Source: an optimization exercise on an open RTL-to-GDS flow (aim: small area, a short achievable clock period and few clock cycles). Production flows keep margins and buffers that such runs may drop. Only the layout flow was run in this run; the RTL was not checked for function there. Power is estimated from default activity; no workload was simulated.

<file path="run.sh">
#!/bin/bash
# synth_recipe.tcl (not shown) runs the flow's synth.tcl, then flattens the netlist and writes it again
# the make line also repeats each setting of config.mk as NAME=value (left out here)
make -C /OpenROAD-flow-scripts/flow DESIGN_CONFIG=/design/flow/config.mk WORK_HOME=/design/flow/orfs CLKGATE_MAP_FILE= SYNTH_SCRIPT=/design/flow/synth_recipe.tcl finish
</file>
<file path="config.mk">
export PLATFORM = sky130hd
export DESIGN_NAME = lrtf_tick_scheduler_top
export DESIGN_NICKNAME = lrtf_tick_scheduler_top
export VERILOG_FILES = /design/flow/design.v
export SDC_FILE = /design/flow/constraint.sdc
export NUM_CORES = 4
export LEC_CHECK = 0
export CAP_MARGIN = 20
export CORE_MARGIN = 2
export CORE_UTILIZATION = 65
export PLACE_DENSITY = 0.75
export SETUP_SLACK_MARGIN = 1.5
export SLEW_MARGIN = 20
</file>
<file path="constraint.sdc">
create_clock -name core_clock -period 6.0 [get_ports {clk}]
set_input_delay 1.2000 -clock core_clock [delete_from_list [all_inputs] [get_ports {clk}]]
set_output_delay 1.2000 -clock core_clock [all_outputs]
set_load 0.01 [all_outputs]
</file>
<file path="design.v">
package lrtf_pkg;
    localparam int TIME_W   = 32;
    localparam int VALUE_W  = 16;
    localparam int CMD_W    = 2;
    localparam int STATUS_W = 3;
    localparam int PID_W    = 4;
    localparam int IN_W     = 32;
    localparam int OUT_W    = 136;
    localparam logic [CMD_W-1:0] CMD_ADD   = 2'd0;
    localparam logic [CMD_W-1:0] CMD_TICK  = 2'd1;
    localparam logic [CMD_W-1:0] CMD_CLEAR = 2'd2;
    localparam logic [STATUS_W-1:0] ST_ADDED    = 3'd0;
    localparam logic [STATUS_W-1:0] ST_REJECTED = 3'd1;
    localparam logic [STATUS_W-1:0] ST_IDLE     = 3'd2;
    localparam logic [STATUS_W-1:0] ST_RAN      = 3'd3;
    localparam logic [STATUS_W-1:0] ST_FINISHED = 3'd4;
    localparam logic [STATUS_W-1:0] ST_CLEARED  = 3'd5;
endpackage
module lrtf_dec16 (
    input  logic [15:0] a,
    output logic [15:0] d
);
    logic [15:0] z;
    assign z[0] = 1'b1;
    for (genvar i = 1; i < 16; i++)
    begin : g_bit
        assign z[i] = ~|a[i-1:0];
    end
    assign d = a ^ z;
endmodule
module lrtf_tick_scheduler_top #(
    parameter int MAX_PROCESSES = 16
) (
    input  logic                           clk,
    input  logic                           rst_n,
    input  logic                           s_tvalid,
    output logic                           s_tready,
    input  logic [lrtf_pkg::IN_W-1:0]      s_tdata,
    input  logic [lrtf_pkg::CMD_W-1:0]     s_tuser,
    output logic                           m_tvalid,
    input  logic                           m_tready,
    output logic [lrtf_pkg::OUT_W-1:0]     m_tdata,
    output logic [lrtf_pkg::STATUS_W-1:0]  m_tuser
);
    localparam int NS  = 16;
    localparam int FSW = 20;
    logic [31:0]      t_reg;
    logic [4:0]       n_reg;
    logic [NS-1:0]    elig;           
    logic [NS-1:0]    pend;           
    logic [NS-1:0]    win_q;          
    logic [15:0]      kd_q;           
    logic [15:0]      ka_q;           
    logic [15:0]      arr   [NS];
    logic [15:0]      burst [NS];
    logic [15:0]      rem   [NS];
    logic [FSW-1:0]   fs    [NS];
    logic [NS-1:0]    started;
    logic             pm    [NS][NS];
    logic             r_valid;
    logic [1:0]       r_cmd;
    logic             r_add, r_tick, r_clr;
    logic [15:0]      r_arr, r_burst;
    logic             r_bnz;
    logic             p_valid;
    logic [2:0]       p_status;
    logic             p_fin;
    logic [3:0]       p_id;
    logic [15:0]      p_tlo;          
    logic             p_tb;           
    logic [FSW-1:0]   p_rlo;          
    logic [1:0]       p_rb;           
    logic [16:0]      p_wlo;          
    logic             p_wb;           
    logic go, proc, acc, c_add, c_tick, c_clr, add_ok, arrived_now;
    assign go       = !p_valid || m_tready;
    assign s_tready = !r_valid || go;
    assign acc      = s_tvalid && s_tready;
    assign proc     = r_valid && go;
    always_ff @(posedge clk or negedge rst_n)
    begin
        if (!rst_n)
            r_valid <= 1'b0;
        else if (s_tready)
            r_valid <= s_tvalid;
    end
    always_ff @(posedge clk)
    begin
        if (acc)
        begin
            r_cmd   <= s_tuser;
            r_add   <= (s_tuser == lrtf_pkg::CMD_ADD);
            r_tick  <= (s_tuser == lrtf_pkg::CMD_TICK);
            r_clr   <= (s_tuser == lrtf_pkg::CMD_CLEAR);
            r_arr   <= s_tdata[15:0];
            r_burst <= s_tdata[31:16];
            r_bnz   <= (s_tdata[31:16] != 16'd0);
        end
    end
    assign c_add       = r_valid && r_add;
    assign c_tick      = r_valid && r_tick;
    assign c_clr       = r_valid && r_clr;
    assign add_ok      = c_add && r_bnz && !n_reg[4];
    assign arrived_now = (t_reg[31:16] == 16'd0) && (r_arr <= t_reg[15:0]);
    logic           found, win_last, win_started;
    logic [3:0]     win_id;
    logic [15:0]    win_arr, win_burst;
    logic [FSW-1:0] win_fs;
    always_comb
    begin
        found       = |win_q;
        win_started = 1'b0;
        win_id      = '0;
        win_arr     = '0;
        win_burst   = '0;
        win_fs      = '0;
        for (int i = 0; i < NS; i++)
        begin
            win_started |= win_q[i] & started[i];
            win_id      |= {4{win_q[i]}} & 4'(i);
            win_arr     |= {16{win_q[i]}} & arr[i];
            win_burst   |= {16{win_q[i]}} & burst[i];
            win_fs      |= {FSW{win_q[i]}} & fs[i];
        end
    end
    assign win_last = (kd_q == 16'd0);
    logic [15:0]   kd, ka;
    logic [NS-1:0] kgt, keq, sel, wr, upd;
    assign kd = kd_q;
    assign ka = ka_q;
    for (genvar j = 0; j < NS; j++)
    begin : g_cmp
        assign kgt[j] = {kd, ~ka} >  {rem[j], ~arr[j]};
        assign keq[j] = {kd, ~ka} == {rem[j], ~arr[j]};
    end
    logic          pm_n   [NS][NS];
    logic [NS-1:0] elig_n;
    logic [NS-1:0] pend_n;
    logic [NS-1:0] win_n;
    for (genvar i = 0; i < NS; i++)
    begin : g_row
        for (genvar j = i + 1; j < NS; j++)
        begin : g_col
            assign pm_n[i][j] = upd[i] ? (kgt[j] || keq[j]) : (upd[j] ? !kgt[i] : pm[i][j]);
            always_ff @(posedge clk)
                if (proc)
                    pm[i][j] <= pm_n[i][j];
        end
    end
    logic [31:0] t_inc;
    logic [15:0] t1_q;
    logic        t1_ok;
    assign t_inc = (t_reg == 32'hFFFF_FFFF) ? t_reg : t_reg + 32'd1;
    for (genvar i = 0; i < NS; i++)
    begin : g_slot
        logic arrive;
        assign wr[i]  = add_ok && (n_reg[3:0] == 4'(i));
        assign sel[i] = c_tick && win_q[i];
        assign upd[i] = wr[i] || sel[i];
        assign arrive = pend[i] && t1_ok && (arr[i] == t1_q);
        always_comb
        begin
            elig_n[i] = elig[i];
            pend_n[i] = pend[i];
            if (c_clr)
            begin
                elig_n[i] = 1'b0;
                pend_n[i] = 1'b0;
            end
            else if (wr[i])
            begin
                elig_n[i] = arrived_now;
                pend_n[i] = !arrived_now;
            end
            else if (c_tick)
            begin
                elig_n[i] = (elig[i] && !(win_q[i] && win_last)) || arrive;
                pend_n[i] = pend[i] && !arrive;
            end
        end
        always_ff @(posedge clk)
        begin
            if (proc)
            begin
                if (upd[i])
                    rem[i] <= kd;
                if (wr[i])
                begin
                    arr[i]     <= r_arr;
                    burst[i]   <= r_burst;
                    started[i] <= 1'b0;
                end
                else if (sel[i])
                begin
                    started[i] <= 1'b1;
                    if (!started[i])
                        fs[i] <= t_reg[FSW-1:0];
                end
            end
        end
    end
    logic [NS-1:0] s_best;            
    logic [NS-1:0] s_tick;            
    logic [NS-1:0] s_set;
    logic [NS-1:0] u_above;           
    logic [NS-1:0] u_beats;           
    logic          u_elig, u_wins;
    logic [15:0]   s_rem, s_arr;
    assign u_elig = r_tick ? (found && !win_last) : (add_ok && arrived_now);
    for (genvar i = 0; i < NS; i++)
    begin : g_set
        assign s_set[i] = (elig[i] && !win_q[i]) || (pend[i] && t1_ok && (arr[i] == t1_q));
    end
    for (genvar i = 0; i < NS; i++)
    begin : g_win
        logic [NS-1:0] beats_old;
        for (genvar j = 0; j < NS; j++)
        begin : g_pair
            if (i < j)
                assign beats_old[j] = !s_set[j] || pm[i][j];
            else if (i > j)
                assign beats_old[j] = !s_set[j] || !pm[j][i];
            else
                assign beats_old[j] = 1'b1;
        end
        if (i < NS - 1)
            assign u_above[i] = |upd[NS-1:i+1];
        else
            assign u_above[i] = 1'b0;
        assign s_tick[i]  = s_set[i] && (&beats_old);
        assign u_beats[i] = kgt[i] || (keq[i] && !u_above[i]);
    end
    assign s_best = r_tick ? s_tick : (r_clr ? '0 : win_q);
    always_comb
    begin
        s_rem = '0;
        s_arr = '0;
        for (int i = 0; i < NS; i++)
        begin
            s_rem |= {16{s_best[i]}} & rem[i];
            s_arr |= {16{s_best[i]}} & arr[i];
        end
    end
    assign u_wins = u_elig && !(|(s_best & ~u_beats));
    assign win_n  = u_wins ? upd : s_best;
    logic [15:0] u_dec, s_dec;
    lrtf_dec16 u_udec (.a(kd), .d(u_dec));
    lrtf_dec16 u_sdec (.a(s_rem), .d(s_dec));
    always_ff @(posedge clk)
    begin
        if (acc && (s_tuser == lrtf_pkg::CMD_ADD))
        begin
            kd_q <= s_tdata[31:16];
            ka_q <= s_tdata[15:0];
        end
        else if (proc)
        begin
            kd_q <= u_wins ? u_dec : s_dec;
            ka_q <= u_wins ? ka : s_arr;
        end
    end
    always_ff @(posedge clk or negedge rst_n)
    begin
        if (!rst_n)
        begin
            elig  <= '0;
            pend  <= '0;
            win_q <= '0;
        end
        else if (proc)
        begin
            elig  <= elig_n;
            pend  <= pend_n;
            win_q <= win_n;
        end
    end
    always_ff @(posedge clk or negedge rst_n)
    begin
        if (!rst_n)
        begin
            t_reg    <= '0;
            t1_q     <= 16'd1;
            t1_ok    <= 1'b1;
            n_reg    <= '0;
            p_valid  <= 1'b0;
            p_status <= '0;
            p_fin    <= 1'b0;
            p_id     <= '0;
        end
        else
        begin
            if (go)
                p_valid <= r_valid;
            if (proc)
            begin
                p_id  <= '0;
                p_fin <= 1'b0;
                case (r_cmd)
                    lrtf_pkg::CMD_ADD:
                    begin
                        if (add_ok)
                        begin
                            p_status <= lrtf_pkg::ST_ADDED;
                            p_id     <= n_reg[3:0];
                            n_reg    <= n_reg + 5'd1;
                        end
                        else
                            p_status <= lrtf_pkg::ST_REJECTED;
                    end
                    lrtf_pkg::CMD_TICK:
                    begin
                        t_reg <= t_inc;
                        t1_q  <= t1_q + 16'd1;
                        t1_ok <= t1_ok && (t1_q != 16'hFFFF);
                        if (!found)
                            p_status <= lrtf_pkg::ST_IDLE;
                        else
                        begin
                            p_id <= win_id;
                            if (win_last)
                            begin
                                p_status <= lrtf_pkg::ST_FINISHED;
                                p_fin    <= 1'b1;
                            end
                            else
                                p_status <= lrtf_pkg::ST_RAN;
                        end
                    end
                    lrtf_pkg::CMD_CLEAR:
                    begin
                        p_status <= lrtf_pkg::ST_CLEARED;
                        t_reg    <= '0;
                        t1_q     <= 16'd1;
                        t1_ok    <= 1'b1;
                        n_reg    <= '0;
                    end
                    default:
                        p_status <= lrtf_pkg::ST_REJECTED;
                endcase
            end
        end
    end
    logic [FSW-1:0] f_fs;
    logic [16:0]    f_t17;
    logic [20:0]    f_r21;
    logic [17:0]    f_w18;
    assign f_fs  = win_started ? win_fs : t_reg[FSW-1:0];
    assign f_t17 = {1'b0, t_inc[15:0]} - {1'b0, win_arr};
    assign f_r21 = {1'b0, f_fs} - {5'd0, win_arr};
    assign f_w18 = {1'b0, t_inc[16:0]} - ({2'b0, win_arr} + {2'b0, win_burst});
    always_ff @(posedge clk)
    begin
        if (proc)
        begin
            p_tlo <= f_t17[15:0];
            p_tb  <= f_t17[16];
            p_rlo <= f_r21[FSW-1:0];
            p_rb  <= 2'(f_r21[20]) + 2'(f_fs > t_inc[FSW-1:0]);
            p_wlo <= f_w18[16:0];
            p_wb  <= f_w18[17];
        end
    end
    logic [31:0] o_tat, o_resp, o_wait;
    logic [15:0] o_thi;
    logic [15:0] o_whi;
    assign o_thi  = t_reg[31:16] - 16'(p_tb);
    assign o_tat  = {o_thi, p_tlo};
    assign o_resp = {t_reg[31:FSW] - 12'(p_rb), p_rlo};
    assign o_whi  = {1'b0, t_reg[31:17]} - 16'(p_wb);
    assign o_wait = o_whi[15] ? 32'd0 : {o_whi[14:0], p_wlo};
    assign m_tvalid = p_valid;
    assign m_tuser  = p_status;
    assign m_tdata  = {4'd0, o_wait & {32{p_fin}}, o_tat & {32{p_fin}}, o_resp & {32{p_fin}},
                       t_reg & {32{p_fin}}, p_id};
endmodule
</file>
==> impl_metrics.tcl <==
set metrics [dict create \
    ys_seq_area_share_pct 52.4 \
    globalRouteTotalUtil_pct 85.4 \
    overflow 695 \
    synth_top_area_share_pct 49.1 \
    start_util_pct 65.7 \
    yosysTopAreaCell "edfxtp_1" \
    syn_area_um2 82700 \
    grt_max_degree 76 \
    netlist_top_cells_area "edfxtp_1 (49%), ha_1 (9.4%), a22oi_1 (4.0%)" \
    root_buffer "clkbuf_16" \
    die_x_um 361 \
    dpl.hpwl_mm 305 \
    ys_warn_count 7 \
    cts_made_buffers 148 \
    gp_congestion 1.27 \
    synth-main-ff-cell "edfxtp_1" \
    htreeDepth 4 \
    error_line "[ERROR GRT-0232] Routing congestion too high. Check the congestion heatmap in the GUI." \
    clockBufferDepth 3 \
    synthTopCellsByCount "edfxtp_1 (1351), ha_1 (622), nand2_1 (478)" \
    cts_sinks 1463 \
    synthCells 7290 \
    synth_most_common_cell "edfxtp_1" \
    port_buffers 174 \
    yosys_register_bits 1463 \
    ys_types 102 \
    io_pins 179 \
    syn_area_per_cell_um2 11.3 \
    die_h_um 361 \
    stop_stage "global routing" \
    num_rows 130 \
    synth_edf_count 1351 \
    status "did not finish" \
    postSynth.asyncResetShare_pct 7.66 \
]
power by group through the flow:
stage	Sequential (mW)	Combinational, mW	Clock [mW]
floorplan	13.6	10.4	0
global placement	13.8	15.9	0
detailed placement	13.8	16.9	0
CTS	13.4	21.2	9.68
timing repair:
item,4_1_cts
hold buffers,0
buffers inserted,362
resized for setup,480
pin swaps,147
gates cloned,4
setup endpoints to repair,184
routing by layer:
layer | GRT overflow | track usage (%)
met1 | 58 | 86.8
met2 | 318 | 94.7
met3 | 76 | 78.8
met4 | 236 | 79.2
met5 | 7 | 57.0
per-stage QoR:
step | area (µm²) | cells | utilization (%) | worst slack, ns | hold slack, ns
CTS | 99800 | 9852 | 79.2 | 0.847 | 0.489
floorplan | 83100 | 7293 | - | 1.07 | 0.441
detailed placement | 89400 | 9213 | 71.0 | 0.137 | 0.476
global placement | 89300 | 9210 | 71.0 | 0.256 | 0.469
how the worst max path moves through the flow:
stage	from	cells past startpoint	to
after detailed placement	t1_q[9]	22	kd_q[9]
after floorplan	m_tready	7	fs[2][0]
after global placement	t1_q[9]	22	kd_q[9]
after CTS	t_reg[17]	7	m_tdata[128]
kinds of logic after synthesis:
group / after synthesis / share of synthesized area, %
AO/OA/AOI/OAI: 2008 / 17.1
AND/OR/NAND/NOR: 1957 / 12.3
flip-flops: 1463 / 52.4
buffers and inverters: 830 / 4.11
adder cells (fa/ha/maj): 642 / 9.89
XOR/XNOR: 367 / 3.90
multiplexers: 22 / 0.280
other: 1 / 0.00453
